What follows belongs to an exercise in optimizing a design on an open flow for small area; a production flow would make more cautious choices. Function was checked by simulation only, so behaviour that the tests miss may differ from the original. Power and IR drop assume default switching activity.

==> flow/design.v <==
module alu_issue_ctrl (
    input  logic        clk,
    input  logic        reset,
    input  logic [31:0] instr,
    input  logic        instr_valid,
    output logic        instr_ready,
    input  logic        ext_we,
    input  logic [4:0]  ext_waddr,
    input  logic [31:0] ext_wdata,
    input  logic [4:0]  dbg_addr,
    output logic [31:0] dbg_data,
    output logic [31:0] scr1,
    output logic [31:0] scr2,
    output logic [5:0]  opcode,
    output logic [4:0]  sub_opcode,
    output logic        enable_execute,
    output logic        alu_reset,
    input  logic [31:0] alu_result,
    input  logic        alu_overflow,
    output logic        done,
    output logic        overflow,
    output logic        illegal
);
    localparam logic [5:0] OP_ARITH  = 6'b100000;
    localparam logic [5:0] OP_ADDI   = 6'b101000;
    localparam logic [5:0] OP_ORI    = 6'b101100;
    localparam logic [5:0] OP_XORI   = 6'b101011;
    localparam logic [5:0] OP_MOVI   = 6'b100010;
    localparam logic [1:0] S_IDLE   = 2'd0;
    localparam logic [1:0] S_DECODE = 2'd1;
    localparam logic [1:0] S_EXEC   = 2'd2;
    localparam logic [1:0] S_WB     = 2'd3;
    logic [1:0]  state;
    logic [30:0] instr_q;
    logic [31:0] opres_q;    
    logic        ovf_q;
    logic [31:0] regs [32];
    logic [31:0] valid;
    logic st_idle, st_dec, st_exec, st_wb;
    assign st_idle = (state == S_IDLE);
    assign st_dec  = (state == S_DECODE);
    assign st_exec = (state == S_EXEC);
    assign st_wb   = (state == S_WB);
    logic [5:0]  q_op;
    logic [4:0]  q_rt, q_ra, q_rb, q_sub;
    assign q_op  = instr_q[30:25];
    assign q_rt  = instr_q[24:20];
    assign q_ra  = instr_q[19:15];
    assign q_rb  = instr_q[14:10];
    assign q_sub = instr_q[4:0];
    logic is_arith, arith_reg, arith_sh, is_addi, is_oxi, is_movi, legal;
    assign is_arith  = (q_op == OP_ARITH);
    assign arith_reg = is_arith && (q_sub == 5'b00000 || q_sub == 5'b00001 || q_sub == 5'b00010 ||
                                    q_sub == 5'b00011 || q_sub == 5'b00100);
    assign arith_sh  = is_arith && (q_sub == 5'b01000 || q_sub == 5'b01001 || q_sub == 5'b01011);
    assign is_addi   = (q_op == OP_ADDI);
    assign is_oxi    = (q_op == OP_ORI) || (q_op == OP_XORI);
    assign is_movi   = (q_op == OP_MOVI);
    assign legal     = arith_reg || arith_sh || is_addi || is_oxi || is_movi;
    always_ff @(posedge clk) begin
        if (reset) begin
            state <= S_IDLE;
        end else begin
            case (state)
                S_IDLE:   state <= instr_valid ? S_DECODE : S_IDLE;
                S_DECODE: state <= legal ? S_EXEC : S_IDLE;
                S_EXEC:   state <= S_WB;
                default:  state <= S_IDLE;
            endcase
        end
    end
    assign instr_ready    = st_idle;
    assign illegal        = st_dec && !legal;
    assign enable_execute = st_exec && !is_movi;
    assign alu_reset      = !enable_execute;
    assign done           = st_wb;
    assign opcode         = q_op;
    assign sub_opcode     = q_sub;
    assign overflow       = ovf_q;
    always_ff @(posedge clk) begin
        if (st_idle) instr_q <= instr[30:0];
    end
    logic [31:0] dsel, isel;
    logic [4:0]  iaddr;
    logic [31:0] drd, ird;
    assign iaddr = st_dec ? q_ra : q_rb;
    always_comb begin
        for (int i = 0; i < 32; i++) begin
            dsel[i] = valid[i] && (dbg_addr == i[4:0]);
            isel[i] = valid[i] && (iaddr == i[4:0]);
        end
    end
    for (genvar b = 0; b < 32; b++) begin : g_rd
        logic [31:0] col;
        for (genvar i = 0; i < 32; i++) begin : g_col
            assign col[i] = regs[i][b];
        end
        alu_issue_ctrl_rdbit u_dbg (.d(col), .sel(dsel), .q(drd[b]));
        alu_issue_ctrl_rdbit u_int (.d(col), .sel(isel), .q(ird[b]));
    end
    assign dbg_data = drd;
    always_ff @(posedge clk) begin
        opres_q <= st_dec ? ird : alu_result;
        ovf_q   <= alu_overflow && !is_movi;
    end
    assign scr1 = opres_q;
    always_comb begin
        if (arith_reg)     scr2 = ird;
        else if (arith_sh) scr2 = {27'b0, q_rb};
        else if (is_addi)  scr2 = {{17{instr_q[14]}}, instr_q[14:0]};
        else               scr2 = {17'b0, instr_q[14:0]};
    end
    logic        we;
    logic [4:0]  waddr;
    logic [31:0] wdata;
    logic [31:0] wsel;
    assign we    = (st_idle && ext_we) || st_wb;
    assign waddr = st_idle ? ext_waddr : q_rt;
    assign wdata = st_idle ? ext_wdata :
                   is_movi ? {{12{instr_q[19]}}, instr_q[19:0]} : opres_q;
    always_comb begin
        for (int i = 0; i < 32; i++) wsel[i] = we && (waddr == i[4:0]);
    end
    always_ff @(posedge clk) begin
        for (int i = 0; i < 32; i++) begin
            if (wsel[i]) regs[i] <= wdata;
        end
    end
    always_ff @(posedge clk) begin
        if (reset) valid <= '0;
        else       valid <= valid | wsel;
    end
endmodule
module alu_issue_ctrl_rdbit (
    input  logic [31:0] d,
    input  logic [31:0] sel,
    output logic        q
);
    logic [10:0] n;
    for (genvar k = 0; k < 10; k++) begin : g_aoi
        alu_issue_ctrl_aoi222 u_aoi (
            .a0(d[3*k]),   .b0(sel[3*k]),
            .a1(d[3*k+1]), .b1(sel[3*k+1]),
            .a2(d[3*k+2]), .b2(sel[3*k+2]),
            .y(n[k]));
    end
    alu_issue_ctrl_aoi22 u_aoi_last (
        .a0(d[30]), .b0(sel[30]),
        .a1(d[31]), .b1(sel[31]),
        .y(n[10]));
    assign q = ~&n;
endmodule
module alu_issue_ctrl_aoi222 (
    input  logic a0, b0, a1, b1, a2, b2,
    output logic y
);
    assign y = ~((a0 & b0) | (a1 & b1) | (a2 & b2));
endmodule
module alu_issue_ctrl_aoi22 (
    input  logic a0, b0, a1, b1,
    output logic y
);
    assign y = ~((a0 & b0) | (a1 & b1));
endmodule
==> flow/run.sh <==
#!/bin/bash
# synth_recipe.tcl (not shown) runs the flow's synth.tcl, then flattens the netlist and writes it again
# the make line also repeats each setting of config.mk as NAME=value (left out here)
make -C /OpenROAD-flow-scripts/flow DESIGN_CONFIG=/design/flow/config.mk WORK_HOME=/design/flow/orfs CLKGATE_MAP_FILE= SYNTH_SCRIPT=/design/flow/synth_recipe.tcl finish
==> flow/config.mk <==
export PLATFORM = sky130hd
export DESIGN_NAME = alu_issue_ctrl
export DESIGN_NICKNAME = alu_issue_ctrl
export VERILOG_FILES = /design/flow/design.v
export SDC_FILE = /design/flow/constraint.sdc
export NUM_CORES = 4
export LEC_CHECK = 0
export CAP_MARGIN = 20
export CORE_MARGIN = 2
export CORE_UTILIZATION = 40
export SLEW_MARGIN = 20
export SYNTH_HIERARCHICAL = 1
==> flow/constraint.sdc <==
create_clock -name core_clock -period 6.0 [get_ports {clk}]
set_input_delay 1.2000 -clock core_clock [delete_from_list [all_inputs] [get_ports {clk}]]
set_output_delay 1.2000 -clock core_clock [all_outputs]
set_load 0.01 [all_outputs]
==> results of run 1 <==
==> synthesized netlist by cell type, types with 3 or more instances <==
cell / n
dfxtp_1: 67
nand4_1: 128
nor2b_1: 3
and3_1: 65
o21ai_0: 34
nand2b_1: 10
nand3b_1: 3
buf_2: 8
a22oi_2: 64
buf_4: 11
a21o_1: 17
buf_6: 7
o22ai_1: 32
or3_1: 66
nand2_1: 138
a21oi_1: 18
nor4b_1: 6
a22o_2: 3
inv_1: 46
a222oi_1: 640
edfxtp_1: 1055
nor3b_1: 3
nor4bb_1: 3
or2_2: 7
o21ai_1: 6
a22o_1: 8
nor2_1: 46
clkbuf_1: 24
a31oi_1: 11
nor3_1: 7
mux2i_1: 19
nand3_1: 66
==> metal layers <==
| layer | global-route usage [%] | vias up |
|---|---|---|
| met5 | 0 | - |
| met4 | 16.2 | 0 |
| met3 | 8.56 | 429 |
| met2 | 43.1 | 3049 |
| met1 | 37.9 | 16800 |
| li1 | - | 13500 |
==> Yosys stat by module (local to each module, per instance) <==
module	cells inside	flip-flops and latches
alu_issue_ctrl	1694	1122
alu_issue_ctrl_aoi22	1	0
alu_issue_ctrl_aoi222	1	0
alu_issue_ctrl_rdbit	4	0
==> worst register-to-register path, cell delays in order (launching register included) <==
cell     delay (ns)
dfxtp_1        0.31
buf_4          0.21
or2_1          0.41
inv_4          0.74
a32o_1         0.39
nand2_1        0.41
nor2_4         0.98
buf_4          0.43
==> power breakdown <==
part           switching, mW  internal, mW
clock                   3.04          4.02
combinational          0.532         0.239
sequential            0.0742          8.77
total                   3.64          13.0
==> how the worst max path moves through the flow <==
stage / startpoint / end / slack (ns) / cells past startpoint
2_1_floorplan: dbg_addr[1] / dbg_data[0] / 1.80 / 5
3_3_place_gp: dbg_addr[0] / dbg_data[0] / 0.36 / 8
3_5_place_dp: dbg_addr[0] / dbg_data[0] / 0.32 / 8
4_1_cts: instr_q[18]$_DFFE_PP_ / scr2[19] / 0.005 / 10
5_1_grt: state[0]$_SDFF_PP0_ / scr2[13] / 0.03 / 12
6_report: instr_q[13]$_DFFE_PP_ / scr2[4] / 0.04 / 10
==> final cells by class <==
| type | instances | area (um2) |
|---|---|---|
| Antenna cell | 3 | 7.51 |
| Clock buffer | 137 | 2960 |
| Clock inverter | 71 | 737 |
| Fill cell | 9183 | 56100 |
| Inverter | 46 | 175 |
| Multi-Input combinational cell | 1434 | 11900 |
| Sequential cell | 1122 | 33000 |
| Tap cell | 1488 | 1860 |
| Timing Repair Buffer | 403 | 4180 |
==> state kept, by name, summed over array words and instances (netlist names) <==
name and cells:
ovf_q 1, instr_q 31, valid 32, state 2, opres_q 32, regs 1024
==> cells by family (layout without fill, tap and decap cells) <==
kind of cell,after synthesis,count (layout)
AOI/OAI and AO/OA,847,847
buffers and inverters,98,657
DFF,1122,1122
muxes,20,20
other,0,3
and+or+nand+nor,567,567
==> what timing repair did <==
item                                    CTS  global route
endpoints found under the setup margin   30            24
resized for setup                         3             6
buffers inserted                          0             2
pin swaps                                 0             1
==> summary.txt, run 1 <==
Run status
  • Status: no timing/DRC/antenna violations

Floorplan
  • # IOs: 224
  • Die area: 115000 um2
  • Initial Utilization: 40.5%
  • Die width: 339 um
  • Core Area: 111000 um2
  • Die height: 339 um
  • Core Rows: 122

Worst setup path
  • RR Startpoint: state[0]$_SDFF_PP0_
  • Worst-path fanout max: 32
  • Worst stage delay on the critical path: 0.56 ns
  • CP cell instances: inv_1, a31oi_1, nor2_1, and3_1, buf_4, a222oi_1, nand4_1, or3_1, a221o_1, clkdlybuf4s50_1
  • Crit path required time: 4.80 ns
  • Worst Path Buf+Inv: 3
  • R2R setup slack: 1.81 ns
  • Worst setup EP type: output pin
  • Crit path launch type: flop
  • FF-to-FF End: regs[28][27]$_DFFE_PP_
  • Family with the most delay on the worst path: simple AND/OR/NAND/NOR gates
  • Crit Path Category: reg2out
  • Reg2reg path depth: 7
  • WP data arrival: 4.76 ns
  • Slowest stage cell, crit path: or3_1

Worst hold path
  • Hold Path Sink: valid[4]$_SDFF_PP0_
  • Hold Crit Depth: 2
  • Hold Crit Class: reg2reg
  • Hold_sp: valid[4]$_SDFF_PP0_

Yosys
  • Simple-gate share of the synthesized area: 6.84%
  • Avg Cell Area, Syn: 16.9 um2
  • Async S/R FF share, synth: 0%
  • Synthesis Warnings: 8
  • Seq/Total Area, Yosys: 73.5%
  • Ranking of synthesized cells by area: edfxtp_1 71%, a222oi_1 14%, dfxtp_1 3.0%, a22oi_2 1.8%, nand4_1 1.8%
  • Synth cell types: 56
  • Largest family of logic cells by synthesized area: compound AO/OA/AOI/OAI gates
  • Complex-gate fraction of the synthesized area: 18.1%
  • Post-synth EDFFs: 1055
  • Mux cell area share after synthesis: 0.449%
  • Cell Area, Synth: 44900 um2
  • Synth area leader: edfxtp_1
  • Yosys reg bits: 1122
  • Post-synth top flop: edfxtp_1
  • Post-synthesis adder-cell area fraction: 0%
  • Synth Net Count: 2765
  • Post-Synthesis Cells: 2654
  • Synth Area in XOR/XNOR: 0%
  • Share of the synthesized area in the top cell type: 70.6%

Cells and area
  • Fin cells: 4704
  • Synthesis-to-layout area growth: 22.1%
  • Nets@finish: 3230
  • Post-layout util: 49.4%
  • Cell area after layout: 54800 um2
  • Commonest non-fill, non-tap cells in the layout: 1055 x edfxtp_1, 640 x a222oi_1, 222 x clkdlybuf4s50_1
  • Most common cell after layout, fill and taps aside: edfxtp_1
  • Fraction of layout cells with a size suffix above 1: 15.9%

Detailed routing
  • Detail Route met2 WL: 76000 um
  • Drt drc: 0
  • Routed WL: 174000 um
  • Wire length on met3: 25700 um
  • Post-DR wirelength/cell: 37.0 um
  • Post-route ant nets: 0
  • Drt pass-1 iters: 14
  • Via density: 7.18
  • Wire length on met1: 61900 um
  • Initial drt markers: 7539
  • Max layer used: met4
  • DR vias: 33.8k

STA
  • Final setup margin: 0.0399 ns
  • Final Max Tran Viols: 0
  • Setup TNS: 0 ns
  • Final setup skew: 0.0444 ns
  • Final cycle utilization of the critical path: 99.3%
  • RSZ-0062 raised after global routing: false
  • Fmax: 168 MHz
  • Worst Tran Pin Value: 1.18 ns
  • Tmin final: 5.96 ns
  • Hold Fails Final Rpt: 0
  • Max_slew headroom: 21.2%
  • Fin Hold WS: 0.489 ns
  • Final setup fails: 0

Clock tree
  • CTS Buf Count: 112
  • CTS tree: yes
  • CTS clk-pin slew, worst paths: 0.06 ns
  • Cts hold-fix bufs: 0
  • Clock latency on the worst-skew pair: 0.73 ns
  • Htree depth: 3
  • Root Driver: clkbuf_16
  • CTS Sinks: 1122
  • CTS Buffer Depth: 3

Placed design
  • Placed insts: 4491
  • HPWL after DPL: 106000 um
  • RePlAce Congestion: 0.915
  • DP Area: 51000 um2
  • Dpl ws: 0.316 ns
  • IO buf count: 222

Pwr
  • Leakage: 18.2 nW
  • Total chip power: 16.7 mW
  • Worst VDD drop: 0.284 mV
  • Pwr dens: 304 nW/um2

Global routing
  • Antenna violations before repair: 4
  • GRT overflow: 0
  • Largest net degree at the start of global routing: 63
  • Vias in the first global route: 33.1k
  • Gr usage total: 29.0%
  • First-pass GRT wire length: 239000 um

Job
  • Max cap viols: 0
==> inputs of run 2 (changes only) <==
--- a/flow/design.v
+++ b/flow/design.v
@@ -79,4 +79,11 @@
     assign overflow       = ovf_q;
+    logic [30:0] instr_nxt;
+    for (genvar b = 0; b < 31; b++) begin : g_iq
+        alu_issue_ctrl_ao22 u_hold (
+            .a0(instr_q[b]), .b0(!st_idle),
+            .a1(instr[b]),   .b1(st_idle),
+            .y(instr_nxt[b]));
+    end
     always_ff @(posedge clk) begin
-        if (st_idle) instr_q <= instr[30:0];
+        instr_q <= instr_nxt;
     end
@@ -123,6 +130,15 @@
     end
+    logic [31:0] wsel_n;
+    assign wsel_n = ~wsel;
+    logic [31:0] regs_nxt [32];
+    for (genvar i = 0; i < 32; i++) begin : g_reg
+        for (genvar b = 0; b < 32; b++) begin : g_bit
+            alu_issue_ctrl_ao22 u_hold (
+                .a0(regs[i][b]), .b0(wsel_n[i]),
+                .a1(wdata[b]),   .b1(wsel[i]),
+                .y(regs_nxt[i][b]));
+        end
+    end
     always_ff @(posedge clk) begin
-        for (int i = 0; i < 32; i++) begin
-            if (wsel[i]) regs[i] <= wdata;
-        end
+        for (int i = 0; i < 32; i++) regs[i] <= regs_nxt[i];
     end
@@ -164 +180,7 @@
 endmodule
+module alu_issue_ctrl_ao22 (
+    input  logic a0, b0, a1, b1,
+    output logic y
+);
+    assign y = (a0 & b0) | (a1 & b1);
+endmodule
--- a/flow/config.mk
+++ b/flow/config.mk
@@ -10,2 +10,3 @@
 export CORE_UTILIZATION = 40
+export CTS_BUF_LIST = sky130_fd_sc_hd__clkbuf_4 sky130_fd_sc_hd__clkbuf_8
 export SLEW_MARGIN = 20
==> summary.txt, run 2 <==
Run status
  • Status: failed layout checks (was no timing/DRC/antenna violations)
  • Layout Check Fails: negative setup slack

STA
  • Final Max Tran Viols: 0 (unchanged)
  • Fin Hold WS: 0.455 ns (was 0.489 ns)
  • Tmin final: 6.04 ns (was 5.96 ns)
  • Max_slew headroom: 21.2% (about the same)
  • Final setup fails: 3 (was 0)
  • Final cycle utilization of the critical path: 101% (was 99.3%)
  • Final setup skew: 0.0574 ns (was 0.0444 ns)
  • Fmax: 166 MHz (was 168 MHz)
  • Final setup margin: -0.0419 ns (was 0.0399 ns)
  • Worst Tran Pin Value: 1.18 ns (about the same)
  • Hold Fails Final Rpt: 0 (unchanged)

Cells and area
  • Fillers: 9780 (was 9183)
  • Max FFs per register: 1024 (unchanged)
  • Top flop regs: regs (1024), opres_q (32), valid (32) (unchanged)
  • Cell area after layout: 54300 um2 (was 54800 um2)
  • Synthesis-to-layout area growth: 24.5% (was 22.1%)
  • Fraction of layout cells with a size suffix above 1: 18.7% (was 15.9%)
  • Nets@finish: 4375 (was 3230)
  • Top reg by flops: regs (unchanged)
  • Most common cell after layout, fill and taps aside: dfxtp_1 (was edfxtp_1)
  • Commonest non-fill, non-tap cells in the layout: 1115 x dfxtp_1, 1055 x a22o_1, 640 x a222oi_1 (was 1055 x edfxtp_1, 640 x a222oi_1, 222 x clkdlybuf4s50_1)

Pwr
  • Leakage: 21.4 nW (was 18.2 nW)
  • Total chip power: 21.5 mW (was 16.7 mW)
  • Pwr dens: 395 nW/um2 (was 304 nW/um2)
  • Worst VDD drop: 0.177 mV (was 0.284 mV)

Yosys
  • Synth cell types: 54 (was 56)
  • Most instantiated library cell after synthesis: dfxtp_1 (was edfxtp_1)
  • Avg Cell Area, Syn: 11.9 um2 (was 16.9 um2)
  • Post-synth top flop: dfxtp_1 (was edfxtp_1)
  • Synthesis Warnings: 10 (was 8)
  • Yosys reg bits: 1122 (unchanged)
  • Synth Net Count: 3763 (was 2765)
  • Cell Area, Synth: 43600 um2 (was 44900 um2)
  • Seq/Total Area, Yosys: 51.5% (was 73.5%)
  • Commonest cells post-synth: 1122 x dfxtp_1, 1055 x a22o_1, 640 x a222oi_1, 128 x nand4_1, 97 x nand3_1 (was 1055 x edfxtp_1, 640 x a222oi_1, 138 x nand2_1, 128 x nand4_1, 67 x dfxtp_1)
  • Async S/R FF share, synth: 0% (unchanged)
  • Post-synth EDFFs: 0 (was 1055)
  • Ranking of synthesized cells by area: dfxtp_1 52%, a22o_1 21%, a222oi_1 15%, a22oi_2 1.8%, nand4_1 1.8% (was edfxtp_1 71%, a222oi_1 14%, dfxtp_1 3.0%, a22oi_2 1.8%, nand4_1 1.8%)
  • Share of the synthesized area in the top cell type: 51.5% (was 70.6%)
  • Synth area leader: dfxtp_1 (was edfxtp_1)
  • Post-Synthesis Cells: 3652 (was 2654)

Global routing
  • Vias in the first global route: 41.1k (was 33.1k)
  • Largest net degree at the start of global routing: 49 (was 63)
  • First-pass GRT wire length: 298000 um (was 239000 um)
  • Antenna violations before repair: 24 (was 4)
  • GRT overflow: 0 (unchanged)
  • Gr usage total: 36.4% (was 29.0%)

Placed design
  • HPWL after DPL: 130000 um (was 106000 um)
  • DP Area: 50000 um2 (was 51000 um2)
  • IO buf count: 222 (unchanged)
  • RePlAce Congestion: 0.918 (was 0.915)
  • Dpl ws: 0.200 ns (was 0.316 ns)

Floorplan
  • Initial Utilization: 40.2% (was 40.5%)
  • Die area: 112000 um2 (was 115000 um2)
  • Core Rows: 121 (was 122)
  • Core Area: 108000 um2 (was 111000 um2)
  • Die width: 334 um (was 339 um)
  • Die height: 334 um (was 339 um)
  • # IOs: 224 (unchanged)

Clock tree
  • CTS Sinks: 1122 (unchanged)
  • Root Driver: clkbuf_8 (was clkbuf_16)
  • CTS Buffer Depth: 3 (unchanged)
  • CTS Buf Count: 186 (was 112)
  • CTS clk-pin slew, worst paths: 0.06 ns (about the same)
  • Clock latency on the worst-skew pair: 0.90 ns (was 0.73 ns)
  • CTS tree: yes (unchanged)
  • Cts hold-fix bufs: 0 (unchanged)
  • Htree depth: 4 (was 3)

Worst setup path
  • Crit path required time: 4.80 ns (about the same)
  • Worst Path Buf+Inv: 3 (unchanged)
  • Family with the most delay on the worst path: simple AND/OR/NAND/NOR gates (unchanged)
  • Worst-path fanout max: 23 (was 32)
  • Crit Path Category: in2out (was reg2out)
  • WP data arrival: 4.84 ns (was 4.76 ns)
  • CP cell instances: clkdlybuf4s50_1, and2_0, and3_2, buf_12, a222oi_1, nand4_1, or3_1, clkdlybuf4s50_1 (was inv_1, a31oi_1, nor2_1, and3_1, buf_4, a222oi_1, nand4_1, or3_1, a221o_1, clkdlybuf4s50_1)
  • Crit path launch type: input pin (was flop)
  • Worst setup EP type: output pin (unchanged)
  • Worst stage delay on the critical path: 0.59 ns (was 0.56 ns)
  • Slowest stage cell, crit path: clkdlybuf4s50_1 (was or3_1)
  • Most used cell, CP: clkdlybuf4s50_1

Worst hold path
  • Hold Crit Class: reg2reg (unchanged)

Detailed routing
  • Initial drt markers: 8613 (was 7539)
  • Routed WL: 213000 um (was 174000 um)
  • Post-route ant nets: 0 (unchanged)
  • DR vias: 43.5k (was 33.8k)
  • Via density: 7.47 (was 7.18)
  • Post-DR wirelength/cell: 36.6 um (was 37.0 um)
  • Drt pass-1 iters: 14 (unchanged)
  • Drt drc: 0 (unchanged)

Job
  • Max cap viols: 0 (unchanged)
-- run 2: cell types whose count changed in the layout (fill, tap and decap cells not counted), sizes merged, moves of 33 or more --
cell,delta
a22o,+1055
dfxtp,+1055
edfxtp,-1055
clkbuf,+158
nand2,-93
buf,+65
clkinv,-34
inv,+33
-- run 2: layout make-up --
type	count	area (um2)	share of cell area (%)
antenna	6	15.0	0.0277
timing repair buffer	468	4590	8.45
sequential	1122	22500	41.4
clock buffer	295	3650	6.73
clock inverter	34	298	0.549
multi-input combinational	2412	21200	39.1
inverter	74	283	0.521
tap	1414	1770	3.26
-- run 2: what timing repair did --
| item | CTS | global route |
|---|---|---|
| resized for setup | 33 | 43 |
| buffers inserted | 3 | 0 |
| pin swaps | 11 | 19 |
| endpoints found under the setup margin | 32 | 28 |
-- run 2: kinds of logic after synthesis --
family / after synthesis / synth area share (%)
compound gates: 1900 / 39.8
xor+xnor: 1 / 0.0201
buf+inv: 118 / 1.20
flops: 1122 / 51.5
mux: 52 / 1.29
simple gates: 459 / 6.12
-- run 2: worst register-to-register path: cells and delay by family, from the launching register on --
family / cells / cell delay [ns]
flip-flops: 1 / 0.36
AND/OR/NAND/NOR: 2 / 0.47
buffers and inverters: 6 / 2.54
AO/OA/AOI/OAI: 2 / 0.31
-- run 2: stage by stage --
| stage | setup TNS [ns] | cells | utilization, % |
|---|---|---|---|
| after floorplan | 0 | 3652 | - |
| after global placement | 0 | 5485 | 46.1 |
| after detailed placement | 0 | 5485 | 46.1 |
| after CTS | 0 | 5817 | 49.9 |
| after global routing | -0.0171 | 5822 | 50.1 |
| final | -0.0668 | 5825 | 50.1 |
-- run 2: modules after synthesis (local to each module, per instance) --
module | flops+latches | cells inside
alu_issue_ctrl_rdbit | 0 | 4
alu_issue_ctrl_ao22 | 0 | 1
alu_issue_ctrl_aoi22 | 0 | 1
alu_issue_ctrl_aoi222 | 0 | 1
alu_issue_ctrl | 1122 | 1637
-- run 2: power breakdown --
group | internal (mW) | total, mW | switching [mW]
registers | 9.57 | 11.3 | 1.71
logic | 1.88 | 2.95 | 1.07
clock network | 3.99 | 7.22 | 3.24
-- run 2: final timing paths --
path / slack [ns] / startpoint / to / cells past startpoint
setup / recovery: -0.04 / dbg_addr[1] / dbg_data[19] / 8
hold / removal: 0.45 / valid[28]$_SDFF_PP0_ / valid[28]$_SDFF_PP0_ / 2
setup reg to reg: 2.21 / state[0]$_SDFF_PP0_ / regs[3][10]$_DFF_P_ / 10
hold reg to reg: 0.45 / valid[28]$_SDFF_PP0_ / valid[28]$_SDFF_PP0_ / 2
-- run 2: layer usage --
layer | global-route usage [%] | part of all wire (%) | wire length [um]
met3 | 12.9 | 14 | 30900
met1 | 46.9 | 38 | 80500
met5 | 1.52 | 0.089 | 190
met2 | 51.5 | 41 | 87500
met4 | 22.1 | 6.6 | 14100
==> inputs of run 3 (changes only) <==
--- a/flow/design.v
+++ b/flow/design.v
@@ -99,9 +99,20 @@
     end
+    logic [31:0] dlast_n, ilast_n;
+    for (genvar b = 0; b < 32; b += 2) begin : g_last
+        alu_issue_ctrl_aoi22x2 u_dbg (
+            .a0(regs[30][b +: 2]), .b0(dsel[30]),
+            .a1(regs[31][b +: 2]), .b1(dsel[31]),
+            .y(dlast_n[b +: 2]));
+        alu_issue_ctrl_aoi22x2 u_int (
+            .a0(regs[30][b +: 2]), .b0(isel[30]),
+            .a1(regs[31][b +: 2]), .b1(isel[31]),
+            .y(ilast_n[b +: 2]));
+    end
     for (genvar b = 0; b < 32; b++) begin : g_rd
-        logic [31:0] col;
-        for (genvar i = 0; i < 32; i++) begin : g_col
+        logic [29:0] col;
+        for (genvar i = 0; i < 30; i++) begin : g_col
             assign col[i] = regs[i][b];
         end
-        alu_issue_ctrl_rdbit u_dbg (.d(col), .sel(dsel), .q(drd[b]));
-        alu_issue_ctrl_rdbit u_int (.d(col), .sel(isel), .q(ird[b]));
+        alu_issue_ctrl_rdbit u_dbg (.d(col), .sel(dsel[29:0]), .last_n(dlast_n[b]), .q(drd[b]));
+        alu_issue_ctrl_rdbit u_int (.d(col), .sel(isel[29:0]), .last_n(ilast_n[b]), .q(ird[b]));
     end
@@ -150,4 +161,5 @@
 module alu_issue_ctrl_rdbit (
-    input  logic [31:0] d,
-    input  logic [31:0] sel,
+    input  logic [29:0] d,
+    input  logic [29:0] sel,
+    input  logic        last_n,
     output logic        q
@@ -162,7 +174,13 @@
     end
-    alu_issue_ctrl_aoi22 u_aoi_last (
-        .a0(d[30]), .b0(sel[30]),
-        .a1(d[31]), .b1(sel[31]),
-        .y(n[10]));
+    assign n[10] = last_n;
     assign q = ~&n;
+endmodule
+module alu_issue_ctrl_aoi22x2 (
+    input  logic [1:0] a0,
+    input  logic       b0,
+    input  logic [1:0] a1,
+    input  logic       b1,
+    output logic [1:0] y
+);
+    assign y = ~((a0 & {2{b0}}) | (a1 & {2{b1}}));
 endmodule
@@ -174,8 +192,2 @@
 endmodule
-module alu_issue_ctrl_aoi22 (
-    input  logic a0, b0, a1, b1,
-    output logic y
-);
-    assign y = ~((a0 & b0) | (a1 & b1));
-endmodule
 module alu_issue_ctrl_ao22 (
==> flow/flow/run.sh (new file) <==
#!/bin/bash
# Own layout flow: the standard flow (standard.sh: unchanged synthesis,
# floorplan, power grid and tap cells, placement, routing) with two changes
# made through ORFS's own variables:
#  - ports are buffered with sky130_fd_sc_hd__buf_1 instead of the default
#    delay buffer
#  - clock tree synthesis clusters up to 16 flip-flops within 50 um under
#    each clkbuf_8 and inserts no dummy loads
# The make output goes to standard.log; each ORFS step logs under orfs/logs.
set -euo pipefail
export BUFFER_PORTS_ARGS="-buffer_cell sky130_fd_sc_hd__buf_1"
export CTS_ARGS="-sink_clustering_enable -repair_clock_nets -dont_use_dummy_load -sink_clustering_size 16 -sink_clustering_max_diameter 50 -buf_list {sky130_fd_sc_hd__clkbuf_8}"
bash standard.sh finish > standard.log 2>&1
==> flow/standard.sh (new file) <==
#!/bin/bash
# synth_recipe.tcl (not shown) runs the flow's synth.tcl, then flattens the netlist and writes it again
# the make line also repeats each setting of config.mk as NAME=value (left out here)
make -C /OpenROAD-flow-scripts/flow DESIGN_CONFIG=/design/flow/config.mk WORK_HOME=/design/flow/orfs CLKGATE_MAP_FILE= SYNTH_SCRIPT=/design/flow/synth_recipe.tcl "${@:-finish}"
--- a/flow/config.mk
+++ b/flow/config.mk
@@ -10,3 +10,2 @@
 export CORE_UTILIZATION = 40
-export CTS_BUF_LIST = sky130_fd_sc_hd__clkbuf_4 sky130_fd_sc_hd__clkbuf_8
 export SLEW_MARGIN = 20
removed: flow/run.sh
==> summary.txt, run 3 <==
Placed design
  • DP Area: 47700 um2 (was 50000 um2)
  • IO buf count: 222 (unchanged)
  • Dpl ws: 0.595 ns (was 0.200 ns)
  • HPWL after DPL: 130000 um (about the same)
  • RePlAce Congestion: 0.946 (was 0.918)

Run status
  • Status: failed layout checks (unchanged)
  • Layout Check Fails: negative setup slack (unchanged)

STA
  • Hold Fails Final Rpt: 0 (unchanged)
  • Final setup fails: 2 (was 3)
  • Setup TNS: -0.0547 ns (was -0.0668 ns)
  • Max_slew headroom: 17.3% (was 21.2%)
  • Final cycle utilization of the critical path: 101% (about the same)
  • Final setup margin: -0.0372 ns (was -0.0419 ns)
  • Fmax: 166 MHz (about the same)
  • Worst Tran Pin Value: 1.24 ns (was 1.18 ns)
  • RSZ-0062 raised after global routing: false
  • Tmin final: 6.04 ns (about the same)
  • Final setup skew: 0.0944 ns (was 0.0574 ns)
  • Final Max Tran Viols: 0 (unchanged)
  • Fin Hold WS: 0.453 ns (was 0.455 ns)

Yosys
  • Cell Area, Synth: 43300 um2 (was 43600 um2)
  • Commonest cells post-synth: 1122 x dfxtp_1, 1055 x a22o_1, 640 x a222oi_1, 128 x nand4_1, 97 x nand3_1 (unchanged)
  • Synth cell types: 54 (unchanged)
  • Ranking of synthesized cells by area: dfxtp_1 52%, a22o_1 21%, a222oi_1 15%, nand4_1 1.9%, nand3_1 1.1% (was dfxtp_1 52%, a22o_1 21%, a222oi_1 15%, a22oi_2 1.8%, nand4_1 1.8%)
  • Yosys reg bits: 1122 (unchanged)
  • Async S/R FF share, synth: 0% (unchanged)
  • Simple-gate share of the synthesized area: 6.17% (was 6.12%)
  • Seq/Total Area, Yosys: 51.9% (was 51.5%)
  • Complex-gate fraction of the synthesized area: 39.4% (was 39.8%)
  • Post-synth EDFFs: 0 (unchanged)
  • Synthesis Warnings: 10 (unchanged)
  • Synth Area in XOR/XNOR: 0.0202% (was 0.0201%)
  • Synth area leader: dfxtp_1 (unchanged)
  • Avg Cell Area, Syn: 11.8 um2 (was 11.9 um2)
  • Post-Synthesis Cells: 3652 (unchanged)
  • Largest family of logic cells by synthesized area: compound AO/OA/AOI/OAI gates (unchanged)
  • Most instantiated library cell after synthesis: dfxtp_1 (unchanged)
  • Synth Net Count: 3763 (unchanged)
  • Mux cell area share after synthesis: 1.30% (was 1.29%)
  • Post-synthesis adder-cell area fraction: 0% (unchanged)
  • Post-synth top flop: dfxtp_1 (unchanged)
  • Share of the synthesized area in the top cell type: 51.9% (was 51.5%)

Cells and area
  • Max FFs per register: 1024 (unchanged)
  • Top flop regs: regs (1024), opres_q (32), valid (32) (unchanged)
  • Most common cell after layout, fill and taps aside: dfxtp_1 (unchanged)
  • Cell area after layout: 49400 um2 (was 54300 um2)
  • Fillers: 10.1k (was 9780)
  • Reg area: 22500 um2 (about the same)
  • Multi-input logic area: 20800 um2 (was 21200 um2)
  • Synthesis-to-layout area growth: 14.2% (was 24.5%)
  • Commonest non-fill, non-tap cells in the layout: 1122 x dfxtp_1, 1055 x a22o_1, 640 x a222oi_1 (was 1115 x dfxtp_1, 1055 x a22o_1, 640 x a222oi_1)
  • Nets@finish: 4273 (was 4375)
  • Fraction of layout cells with a size suffix above 1: 12.2% (was 18.7%)
  • Top reg by flops: regs (unchanged)

Worst setup path
  • Worst-path fanout max: 21 (was 23)
  • Crit path launch type: flop (was input pin)
  • Crit Path Category: reg2out (was in2out)
  • Crit path required time: 4.80 ns (about the same)
  • Worst setup EP type: output pin (unchanged)
  • WP data arrival: 4.84 ns (about the same)

Floorplan
  • Die height: 333 um (was 334 um)
  • Initial Utilization: 40.4% (was 40.2%)
  • Die area: 111000 um2 (was 112000 um2)
  • Core Rows: 120 (was 121)
  • Die width: 333 um (was 334 um)
  • Core Area: 107000 um2 (was 108000 um2)
  • # IOs: 224 (unchanged)

Clock tree
  • CTS Buf Count: 117 (was 186)
  • CTS clk-pin slew, worst paths: 0.07 ns (was 0.06 ns)
  • Cts hold-fix bufs: 0 (unchanged)
  • Clock latency on the worst-skew pair: 0.83 ns (was 0.90 ns)
  • CTS Sinks: 1122 (unchanged)
  • CTS tree: yes (unchanged)
  • CTS Buffer Depth: 3 (unchanged)
  • Htree depth: 3 (was 4)
  • Root Driver: clkbuf_8 (unchanged)

Pwr
  • Total chip power: 18.4 mW (was 21.5 mW)
  • Worst VDD drop: 0.196 mV (was 0.177 mV)
  • Leakage: 19.3 nW (was 21.4 nW)
  • Pwr dens: 372 nW/um2 (was 395 nW/um2)

Global routing
  • Largest net degree at the start of global routing: 60 (was 49)
  • Vias in the first global route: 40.6k (was 41.1k)
  • GRT overflow: 0 (unchanged)
  • First-pass GRT wire length: 296000 um (was 298000 um)
  • Antenna violations before repair: 19 (was 24)
  • Gr usage total: 36.2% (was 36.4%)

Detailed routing
  • Post-route ant nets: 0 (unchanged)
  • Initial drt markers: 9570 (was 8613)
  • Post-DR wirelength/cell: 37.9 um (was 36.6 um)
  • Drt pass-1 iters: 12 (was 14)
  • Drt drc: 0 (unchanged)
  • Via density: 7.77 (was 7.47)
  • Routed WL: 211000 um (was 213000 um)
  • DR vias: 43.2k (was 43.5k)

Worst hold path
  • Hold Crit Class: reg2reg (unchanged)

Job
  • Max cap viols: 0 (unchanged)
## run 3: changes by cell type after synthesis
cell / change
a22oi_1: +64
a22oi_2: -64
## run 3: repair_timing
item | CTS | global route
endpoints found under the hold margin | 0 | 0
pin swaps | 0 | 3
buffers inserted | 0 | 0
endpoints found under the setup margin | 18 | 32
gates resized for setup | 4 | 29
## run 3: worst paths after layout
kind / startpoint / slack (ns) / cells after the start / end
setup / recovery: state[0]$_SDFF_PP0_ / -0.04 / 10 / scr2[24]
hold / removal: valid[18]$_SDFF_PP0_ / 0.45 / 2 / valid[18]$_SDFF_PP0_
setup reg to reg: state[0]$_SDFF_PP0_ / 1.43 / 9 / regs[24][19]$_DFF_P_
hold reg to reg: valid[18]$_SDFF_PP0_ / 0.45 / 2 / valid[18]$_SDFF_PP0_
## run 3: per-stage QoR
step / utilization (%) / std cells
detailed placement: 44.5 / 5446
finish: 46.1 / 5569
floorplan: - / 3652
global placement: 44.5 / 5446
global route: 46.1 / 5565
CTS: 46.0 / 5563
## run 3: cell families after synthesis
family | count (synthesis)
buf+inv | 118
flops | 1122
mux | 52
compound gates | 1900
simple gates | 459
xor+xnor | 1
## run 3: Yosys stat by module, one instance, submodules excluded
module                  times used  flip-flops and latches  area [um2]  cells inside
alu_issue_ctrl_ao22           1055                       0        8.76             1
alu_issue_ctrl_rdbit            64                       0        23.8             4
alu_issue_ctrl_aoi22x2          32                       0        15.0             2
alu_issue_ctrl                   1                    1122       25600          1637
alu_issue_ctrl_aoi222          640                       0        10.0             1
## run 3: per-layer routing
layer	vias to the layer above	routed length [um]	global-route usage (%)	part of all wire, %
li1	17500	-	-	-
met1	21100	78600	46.3	37
met2	3785	82100	48.8	39
met3	841	32300	13.7	15
met4	24	17700	27.1	8.4
met5	-	241	0.695	0.11
## run 3: critical path, cell delays in order, from the launching register on
cell      delay [ns]
dfxtp_1         0.45
nand2b_2        0.18
a31oi_1         0.60
nor2_1          0.29
and3_2          0.43
buf_4           0.30
a222oi_1        0.48
nand4_1         0.44
or3_1           0.54
a21o_1          0.18
buf_1           0.13
## run 3: cell type report
type / instances / area share (%)
inverter: 74 / 0.567
timing repair buffer: 435 / 5.16
antenna: 6 / 0.0304
sequential: 1122 / 45.4
clock buffer: 117 / 3.26
tap: 1403 / 3.55
multi-input combinational: 2412 / 42.0
## run 3: report_power, final
part           switching, mW  internal (mW)  total [mW]  leakage [nW]
sequential              1.67           9.55        11.2          9.36
combinational           1.03           1.77        2.80          9.05
clock                   2.62           1.72        4.34         0.841
total                   5.33           13.0        18.4          19.3
==> inputs of run 4 (changes only) <==
--- a/flow/design.v
+++ b/flow/design.v
@@ -90,5 +90,7 @@
     logic [31:0] dsel, isel;
-    logic [4:0]  iaddr;
+    logic [4:0]  iaddr;     
     logic [31:0] drd, ird;
-    assign iaddr = st_dec ? q_ra : q_rb;
+    always_ff @(posedge clk) begin
+        iaddr <= st_idle ? instr[19:15] : q_rb;
+    end
     always_comb begin
@@ -119,4 +121,11 @@
     assign dbg_data = drd;
-    always_ff @(posedge clk) begin
-        opres_q <= st_dec ? ird : alu_result;
+    logic [31:0] opres_nxt;
+    for (genvar b = 0; b < 32; b++) begin : g_opres
+        alu_issue_ctrl_ao22 u_sel (
+            .a0(ird[b]),        .b0(!state[1]),
+            .a1(alu_result[b]), .b1(state[1]),
+            .y(opres_nxt[b]));
+    end
+    always_ff @(posedge clk) begin
+        opres_q <= opres_nxt;
         ovf_q   <= alu_overflow && !is_movi;
==> summary.txt, run 4 <==
Run status
  • Status: no timing/DRC/antenna violations (was failed layout checks)

Worst setup path
  • CP cell instances: and2_0, and3_1, buf_4, a222oi_1, nand4_1, or3_1, a21o_1, buf_1 (was nand2b_2, a31oi_1, nor2_1, and3_2, buf_4, a222oi_1, nand4_1, or3_1, a21o_1, buf_1)
  • WP data arrival: 4.63 ns (was 4.84 ns)
  • Slowest stage cell, crit path: or3_1 (was a31oi_1)
  • Crit Path Category: reg2out (unchanged)
  • Crit path launch type: flop (unchanged)
  • Crit path required time: 4.80 ns (about the same)
  • Worst setup EP type: output pin (unchanged)
  • Worst-path fanout max: 15 (was 21)
  • Worst stage delay on the critical path: 0.71 ns (was 0.60 ns)

Clock tree
  • CTS tree: yes (unchanged)
  • CTS Buffer Depth: 3 (unchanged)
  • CTS Buf Count: 112 (was 117)
  • CTS clk-pin slew, worst paths: 0.10 ns (was 0.07 ns)
  • CTS resizes: 0 (was 4)
  • CTS Sinks: 1127 (was 1122)
  • Cts hold-fix bufs: 0 (unchanged)
  • Htree depth: 3 (unchanged)
  • Clock latency on the worst-skew pair: 0.83 ns (about the same)
  • Post-CTS Setup Inserts: 0 (unchanged)
  • Root Driver: clkbuf_8 (unchanged)

Placed design
  • RePlAce Congestion: 0.929 (was 0.946)
  • IO buf count: 222 (unchanged)
  • DP Area: 47400 um2 (was 47700 um2)
  • HPWL after DPL: 123000 um (was 130000 um)

STA
  • Final setup skew: 0.100 ns (was 0.0944 ns)
  • Worst Tran Pin Value: 1.32 ns (was 1.24 ns)
  • Fmax: 171 MHz (was 166 MHz)
  • Final cycle utilization of the critical path: 97.2% (was 101%)
  • Max_slew headroom: 11.8% (was 17.3%)
  • Hold Fails Final Rpt: 0 (unchanged)
  • Final Max Tran Viols: 0 (unchanged)
  • Final setup fails: 0 (was 2)
  • Setup TNS: 0 ns (was -0.0547 ns)
  • Tmin final: 5.83 ns (was 6.04 ns)
  • RSZ-0062 raised after global routing: false (unchanged)

Detailed routing
  • Routed WL: 208000 um (was 211000 um)
  • Initial drt markers: 9069 (was 9570)
  • DR vias: 42.9k (was 43.2k)
  • Post-route ant nets: 0 (unchanged)
  • Via density: 7.76 (was 7.77)
  • Drt pass-1 iters: 14 (was 12)
  • Post-DR wirelength/cell: 37.7 um (was 37.9 um)
  • Drt drc: 0 (unchanged)

Global routing
  • Vias in the first global route: 40.2k (was 40.6k)
  • Antenna violations before repair: 8 (was 19)
  • First-pass GRT wire length: 290000 um (was 296000 um)
  • Largest net degree at the start of global routing: 64 (was 60)
  • Gr usage total: 35.6% (was 36.2%)
  • GRT overflow: 0 (unchanged)

Yosys
  • Async S/R FF share, synth: 0% (unchanged)
  • Post-synth EDFFs: 0 (unchanged)
  • Commonest cells post-synth: 1127 x dfxtp_1, 1088 x a22o_1, 640 x a222oi_1, 128 x nand4_1, 96 x nand3_1 (was 1122 x dfxtp_1, 1055 x a22o_1, 640 x a222oi_1, 128 x nand4_1, 97 x nand3_1)
  • Yosys reg bits: 1127 (was 1122)
  • Post-Synthesis Cells: 3642 (was 3652)
  • Cell Area, Synth: 43200 um2 (was 43300 um2)
  • Synth area leader: dfxtp_1 (unchanged)
  • Most instantiated library cell after synthesis: dfxtp_1 (unchanged)
  • Share of the synthesized area in the top cell type: 52.2% (was 51.9%)
  • Seq/Total Area, Yosys: 52.2% (was 51.9%)
  • Avg Cell Area, Syn: 11.9 um2 (was 11.8 um2)
  • Synth cell types: 51 (was 54)
  • Synthesis Warnings: 10 (unchanged)
  • Ranking of synthesized cells by area: dfxtp_1 52%, a22o_1 22%, a222oi_1 15%, nand4_1 1.9%, nand3_1 1.1% (was dfxtp_1 52%, a22o_1 21%, a222oi_1 15%, nand4_1 1.9%, nand3_1 1.1%)
  • Synth Net Count: 3753 (was 3763)
  • Post-synth top flop: dfxtp_1 (unchanged)

Cells and area
  • Commonest non-fill, non-tap cells in the layout: 1126 x dfxtp_1, 1088 x a22o_1, 640 x a222oi_1 (was 1122 x dfxtp_1, 1055 x a22o_1, 640 x a222oi_1)
  • Cell area after layout: 49000 um2 (was 49400 um2)
  • Nets@finish: 4227 (was 4273)
  • Fraction of layout cells with a size suffix above 1: 10.8% (was 12.2%)
  • Most common cell after layout, fill and taps aside: dfxtp_1 (unchanged)
  • Top flop regs: regs (1024), opres_q (32), valid (32) (unchanged)
  • Top reg by flops: regs (unchanged)
  • Synthesis-to-layout area growth: 13.4% (was 14.2%)
  • Max FFs per register: 1024 (unchanged)

Floorplan
  • # IOs: 224 (unchanged)
  • Die height: 333 um (about the same)
  • Core Rows: 120 (unchanged)
  • Die width: 333 um (about the same)
  • Initial Utilization: 40.4% (about the same)
  • Core Area: 107000 um2 (about the same)
  • Die area: 111000 um2 (about the same)

Pwr
  • Pwr dens: 380 nW/um2 (was 372 nW/um2)
  • Worst VDD drop: 0.176 mV (was 0.196 mV)
  • Leakage: 19.2 nW (was 19.3 nW)

Job
  • Max cap viols: 0 (unchanged)

Worst hold path
  • Hold Crit Class: reg2reg (unchanged)
==> run 4: cell types whose count changed after synthesis, sizes merged, moves of 4 or more <==
cell / before / now
a22o: 1066 / 1098
a31oi: 6 / 1
buf: 30 / 24
dfxtp: 1122 / 1127
inv: 74 / 70
mux2: 33 / 2
nand2: 45 / 56
nor2: 15 / 7
nor4b: 6 / 2
==> run 4: layout make-up <==
cell class                 instances  area (um2)
sequential                      1127       22600
multi-input combinational       2407       20600
inverter                          70         268
tap                             1403        1760
fill                            9969       58100
timing repair buffer             398        2280
antenna                            8        20.0
clock buffer                     112        1540
==> run 4: layer usage <==
metal  share of wire, %  GRT usage (%)  wire length, um
met4                8.2           25.1            17100
met1                 38           46.3            78200
met2                 40           50.7            84100
met3                 14           9.93            29100
met5             0.0058              0               12
==> run 4: worst max-delay path: cells and delay by family (launching register included) <==
family	cells	cell delay, ns
simple gates	4	2.34
compound gates	2	0.55
buf+inv	2	0.53
flops	1	0.37
==> run 4: path summary, 6_finish.rpt <==
kind | start | endpoint | slack, ns | cells after the start
setup reg to reg | state[1]$_SDFF_PP0_ | regs[17][29]$_DFF_P_ | 1.23 | 8
hold / removal | valid[24]$_SDFF_PP0_ | valid[24]$_SDFF_PP0_ | 0.46 | 2
hold reg to reg | valid[24]$_SDFF_PP0_ | valid[24]$_SDFF_PP0_ | 0.46 | 2
setup / recovery | iaddr[0]$_DFF_P_ | scr2[19] | 0.17 | 8
==> run 4: logic make-up after synthesis <==
logic type | after synthesis | synth area share (%)
flip-flops | 1127 | 52.2
AND/OR/NAND/NOR | 464 | 6.24
buffers and inverters | 108 | 1.11
XOR/XNOR | 2 | 0.0405
AO/OA/AOI/OAI | 1919 | 39.9
multiplexers | 22 | 0.515
==> run 4: Yosys stat by module, one instance, submodules excluded <==
| module | area, um2 | cells |
|---|---|---|
| alu_issue_ctrl_aoi222 | 10.0 | 1 |
| alu_issue_ctrl_rdbit | 23.8 | 4 |
| alu_issue_ctrl_ao22 | 8.76 | 1 |
| alu_issue_ctrl | 25300 | 1595 |
| alu_issue_ctrl_aoi22x2 | 15.0 | 2 |
==> run 4: stage by stage <==
step                instances  hold WS, ns  power [mW]  util, %  worst slack, ns
finish                   5525        0.456        18.6     45.8            0.168
detailed placement       5403        0.444        14.4     44.3            0.632
global placement         5403        0.437        14.2     44.3            0.634
floorplan                3642        0.430        13.5        -             1.92
global route             5519        0.473        19.4     45.8            0.244
CTS                      5515        0.457        18.5     45.7            0.417
==> run 4: report_power, final <==
part           internal, mW  leakage [nW]  switching [mW]
clock                  1.65         0.805            2.60
sequential             9.76          9.43            1.80
combinational          1.88          8.97           0.961
==> inputs of run 5 (changes only) <==
--- a/flow/config.mk
+++ b/flow/config.mk
@@ -7,6 +7,6 @@
 export LEC_CHECK = 0
-export CAP_MARGIN = 20
+export CAP_MARGIN = 0
 export CORE_MARGIN = 2
 export CORE_UTILIZATION = 40
-export SLEW_MARGIN = 20
+export SLEW_MARGIN = 0
 export SYNTH_HIERARCHICAL = 1
==> summary.txt, run 5 <==
Run status
  • Status: no timing/DRC/antenna violations (unchanged)

Cells and area
  • Fillers: 9974 (was 9969)
  • Fraction of layout cells with a size suffix above 1: 10.7% (was 10.8%)
  • Nets@finish: 4225 (was 4227)
  • Top reg by flops: regs (unchanged)
  • Post-layout util: 45.7% (was 45.8%)
  • Synthesis-to-layout area growth: 13.2% (was 13.4%)
  • Max FFs per register: 1024 (unchanged)
  • Top flop regs: regs (1024), opres_q (32), valid (32) (unchanged)
  • Most common cell after layout, fill and taps aside: dfxtp_1 (unchanged)
  • Commonest non-fill, non-tap cells in the layout: 1126 x dfxtp_1, 1088 x a22o_1, 640 x a222oi_1 (unchanged)

Clock tree
  • CTS Buffer Depth: 3 (unchanged)
  • Root Driver: clkbuf_8 (unchanged)
  • CTS clk-pin slew, worst paths: 0.10 ns (about the same)
  • Clock latency on the worst-skew pair: 0.83 ns (about the same)
  • Cts hold-fix bufs: 0 (unchanged)
  • CTS resizes: 0 (unchanged)
  • CTS Buf Count: 112 (unchanged)
  • Htree depth: 3 (unchanged)
  • CTS tree: yes (unchanged)
  • Post-CTS Setup Inserts: 0 (unchanged)
  • CTS Sinks: 1127 (unchanged)

Detailed routing
  • Routed WL: 208000 um (about the same)
  • Post-route ant nets: 0 (unchanged)
  • Post-DR wirelength/cell: 37.7 um (about the same)
  • Via density: 7.77 (was 7.76)
  • Drt pass-1 iters: 11 (was 14)
  • Initial drt markers: 9445 (was 9069)
  • DR vias: 42.9k (about the same)
  • Drt drc: 0 (unchanged)

Worst setup path
  • RR Startpoint: state[1]$_SDFF_PP0_ (unchanged)
  • Worst setup EP type: output pin (unchanged)
  • Crit path launch type: flop (unchanged)
  • Reg2reg path depth: 8 (unchanged)
  • Worst Path Buf+Inv: 2 (unchanged)
  • Family with the most delay on the worst path: simple AND/OR/NAND/NOR gates (unchanged)
  • Worst-path fanout max: 15 (unchanged)
  • CP endpoint: scr2[19] (unchanged)
  • Crit path required time: 4.80 ns (about the same)
  • WP data arrival: 4.65 ns (was 4.63 ns)
  • R2R setup slack: 1.28 ns (was 1.23 ns)
  • CP cell instances: and2_0, and3_1, buf_4, a222oi_1, nand4_1, or3_1, a21o_1, buf_1 (unchanged)
  • Crit path depth: 8 (unchanged)
  • Worst stage delay on the critical path: 0.71 ns (about the same)
  • FF-to-FF End: regs[5][30]$_DFF_P_ (was regs[17][29]$_DFF_P_)
  • Slowest stage cell, crit path: or3_1 (unchanged)
  • Setup crit start: iaddr[0]$_DFF_P_ (unchanged)
  • Crit Path Category: reg2out (unchanged)

Placed design
  • RePlAce Congestion: 0.929 (unchanged)
  • IO buf count: 222 (unchanged)
  • HPWL after DPL: 123000 um (unchanged)

STA
  • RSZ-0062 raised after global routing: false (unchanged)
  • Worst Tran Pin Value: 1.37 ns (was 1.32 ns)
  • Max_slew headroom: 8.44% (was 11.8%)
  • Final cycle utilization of the critical path: 97.5% (was 97.2%)
  • Hold Fails Final Rpt: 0 (unchanged)
  • Tmin final: 5.85 ns (was 5.83 ns)
  • Final Max Tran Viols: 0 (unchanged)
  • Setup TNS: 0 ns (unchanged)
  • Final setup fails: 0 (unchanged)
  • Final setup skew: 0.104 ns (was 0.100 ns)
  • Fmax: 171 MHz (about the same)

Global routing
  • Antenna violations before repair: 8 (unchanged)
  • GRT overflow: 0 (unchanged)
  • Largest net degree at the start of global routing: 64 (unchanged)
  • Gr usage total: 35.6% (unchanged)
  • First-pass GRT wire length: 290000 um (unchanged)
  • Vias in the first global route: 40.2k (unchanged)

Floorplan
  • # IOs: 224 (unchanged)
  • Core Rows: 120 (unchanged)
  • Die width: 333 um (unchanged)
  • Die area: 111000 um2 (unchanged)
  • Core Area: 107000 um2 (unchanged)
  • Die height: 333 um (unchanged)
  • Initial Utilization: 40.4% (unchanged)

Yosys
  • Seq/Total Area, Yosys: 52.2% (unchanged)
  • Async S/R FF share, synth: 0% (unchanged)
  • Synth area leader: dfxtp_1 (unchanged)
  • Commonest cells post-synth: 1127 x dfxtp_1, 1088 x a22o_1, 640 x a222oi_1, 128 x nand4_1, 96 x nand3_1 (unchanged)
  • Ranking of synthesized cells by area: dfxtp_1 52%, a22o_1 22%, a222oi_1 15%, nand4_1 1.9%, nand3_1 1.1% (unchanged)
  • Cell Area, Synth: 43200 um2 (unchanged)
  • Synth Net Count: 3753 (unchanged)
  • Share of the synthesized area in the top cell type: 52.2% (unchanged)
  • Post-Synthesis Cells: 3642 (unchanged)
  • Synthesis Warnings: 10 (unchanged)
  • Yosys reg bits: 1127 (unchanged)
  • Most instantiated library cell after synthesis: dfxtp_1 (unchanged)
  • Synth cell types: 51 (unchanged)
  • Post-synth EDFFs: 0 (unchanged)
  • Post-synth top flop: dfxtp_1 (unchanged)
  • Avg Cell Area, Syn: 11.9 um2 (unchanged)

Job
  • Max cap viols: 0 (unchanged)

Pwr
  • Worst VDD drop: 0.175 mV (was 0.176 mV)
  • Leakage: 19.2 nW (about the same)
  • Pwr dens: 381 nW/um2 (was 380 nW/um2)

Worst hold path
  • Hold Crit Class: reg2reg (unchanged)
==> run 5: cell counts after synthesis <==
Identical to the previous run, type by type.
==> run 5: modules after synthesis, one instance, submodules excluded <==
module                  flip-flops and latches  copies in the design  area (um2)  cells
alu_issue_ctrl                            1127                     1       25300   1595
alu_issue_ctrl_rdbit                         0                    64        23.8      4
alu_issue_ctrl_aoi22x2                       0                    32        15.0      2
alu_issue_ctrl_aoi222                        0                   640        10.0      1
alu_issue_ctrl_ao22                          0                  1087        8.76      1
==> run 5: layout make-up <==
type | instances | area, um2 | share of cell area [%]
Antenna cell | 8 | 20.0 | 0.0409
Multi-Input combinational cell | 2407 | 20600 | 42.0
Inverter | 70 | 268 | 0.547
Tap cell | 1403 | 1760 | 3.59
Timing Repair Buffer | 396 | 2230 | 4.55
Sequential cell | 1127 | 22600 | 46.1
Clock buffer | 112 | 1540 | 3.15
==> run 5: report_power, final <==
group | switching, mW | internal (mW)
combinational | 0.961 | 1.87
clock | 2.60 | 1.65
sequential | 1.80 | 9.76
==> run 5: cell families (layout without fill, tap and decap cells) <==
kind of cell,Yosys count,after routing,synth area share (%)
muxes,22,22,0.515
and+or+nand+nor,464,464,6.24
xor gates and xnor gates,2,2,0.0405
buffers and inverters,108,578,1.11
AOI/OAI and AO/OA,1919,1919,39.9
other,0,8,0
DFF,1127,1127,52.2
==> run 5: tightest hold or removal path: cells and delay by family (launching register included) <==
kind / cells / cell delay, ns
buffers and inverters: 1 / 0.05
flip-flops: 1 / 0.32
AO/OA/AOI/OAI: 1 / 0.05
==> run 5: worst min-delay path by stage <==
stage / from / end / slack, ns / cells past startpoint
after CTS: valid[30]$_SDFF_PP0_ / valid[30]$_SDFF_PP0_ / 0.46 / 2
after global placement: valid[30]$_SDFF_PP0_ / valid[30]$_SDFF_PP0_ / 0.44 / 2
final: valid[24]$_SDFF_PP0_ / valid[24]$_SDFF_PP0_ / 0.46 / 2
after floorplan: valid[0]$_SDFF_PP0_ / valid[0]$_SDFF_PP0_ / 0.43 / 2
after detailed placement: valid[14]$_SDFF_PP0_ / valid[14]$_SDFF_PP0_ / 0.44 / 2
after global routing: valid[18]$_SDFF_PP0_ / valid[18]$_SDFF_PP0_ / 0.47 / 2
==> run 5: through the flow <==
| stage | hold WS, ns | setup slack [ns] | power [mW] | cell area [um2] | instances |
|---|---|---|---|---|---|
| after floorplan | 0.430 | 1.92 | 13.5 | 43200 | 3642 |
| after global placement | 0.437 | 0.634 | 14.2 | 47400 | 5403 |
| after detailed placement | 0.444 | 0.632 | 14.4 | 47400 | 5403 |
| after CTS | 0.457 | 0.417 | 18.5 | 48900 | 5515 |
| after global routing | 0.473 | 0.244 | 19.4 | 48900 | 5517 |
| final | 0.456 | 0.147 | 18.6 | 48900 | 5523 |
==> run 5: routing by layer <==
metal,GRT usage [%],share of wire [%],routed length [um]
met5,0,0.0062,13
met2,50.7,41,84600
met1,46.3,37,77900
met4,25.1,8.0,16700
met3,9.93,14,29300

-- afterwards: timing with drivers on the ports --
The flow's constraints put no driver on any port. The routed layouts listed below were extracted and timed again, unchanged, in two steps. Step 1, drivers: a clkbuf_16 drives clk and a buf_2 each remaining input, both assumed. Step 2 moves the port delays by t, midway between the first and last clock arrival at a register: inputs arrive t later, outputs are due t later. That takes back most of the time a late clock gives input paths. Slacks: ideal / step 1 / step 2; pairs: ideal / step 1.
| run | shift t [ns] | setup WS [ns] | worst setup path at the end | latest minus earliest clock arrival (ns) |
|---|---|---|---|---|
| run 1 | 0.776 | 0.040 / -0.033 / 0.197 | input to output | 0.045 / 0.045 |
| run 2 | 0.941 | -0.042 / -0.100 / -0.065 | input to output | 0.070 / 0.070 |
| run 3 | 0.868 | -0.037 / -0.111 / 0.221 | input to output | 0.110 / 0.110 |
| run 4 | 0.854 | 0.168 / 0.093 / 0.201 | input to output | 0.100 / 0.100 |
| run 5 | 0.853 | 0.147 / 0.072 / 0.263 | input to output | 0.104 / 0.104 |
For run 2, which loses most, drivers alone change the setup slack by -0.058 ns; drivers and shift together by -0.023 ns.
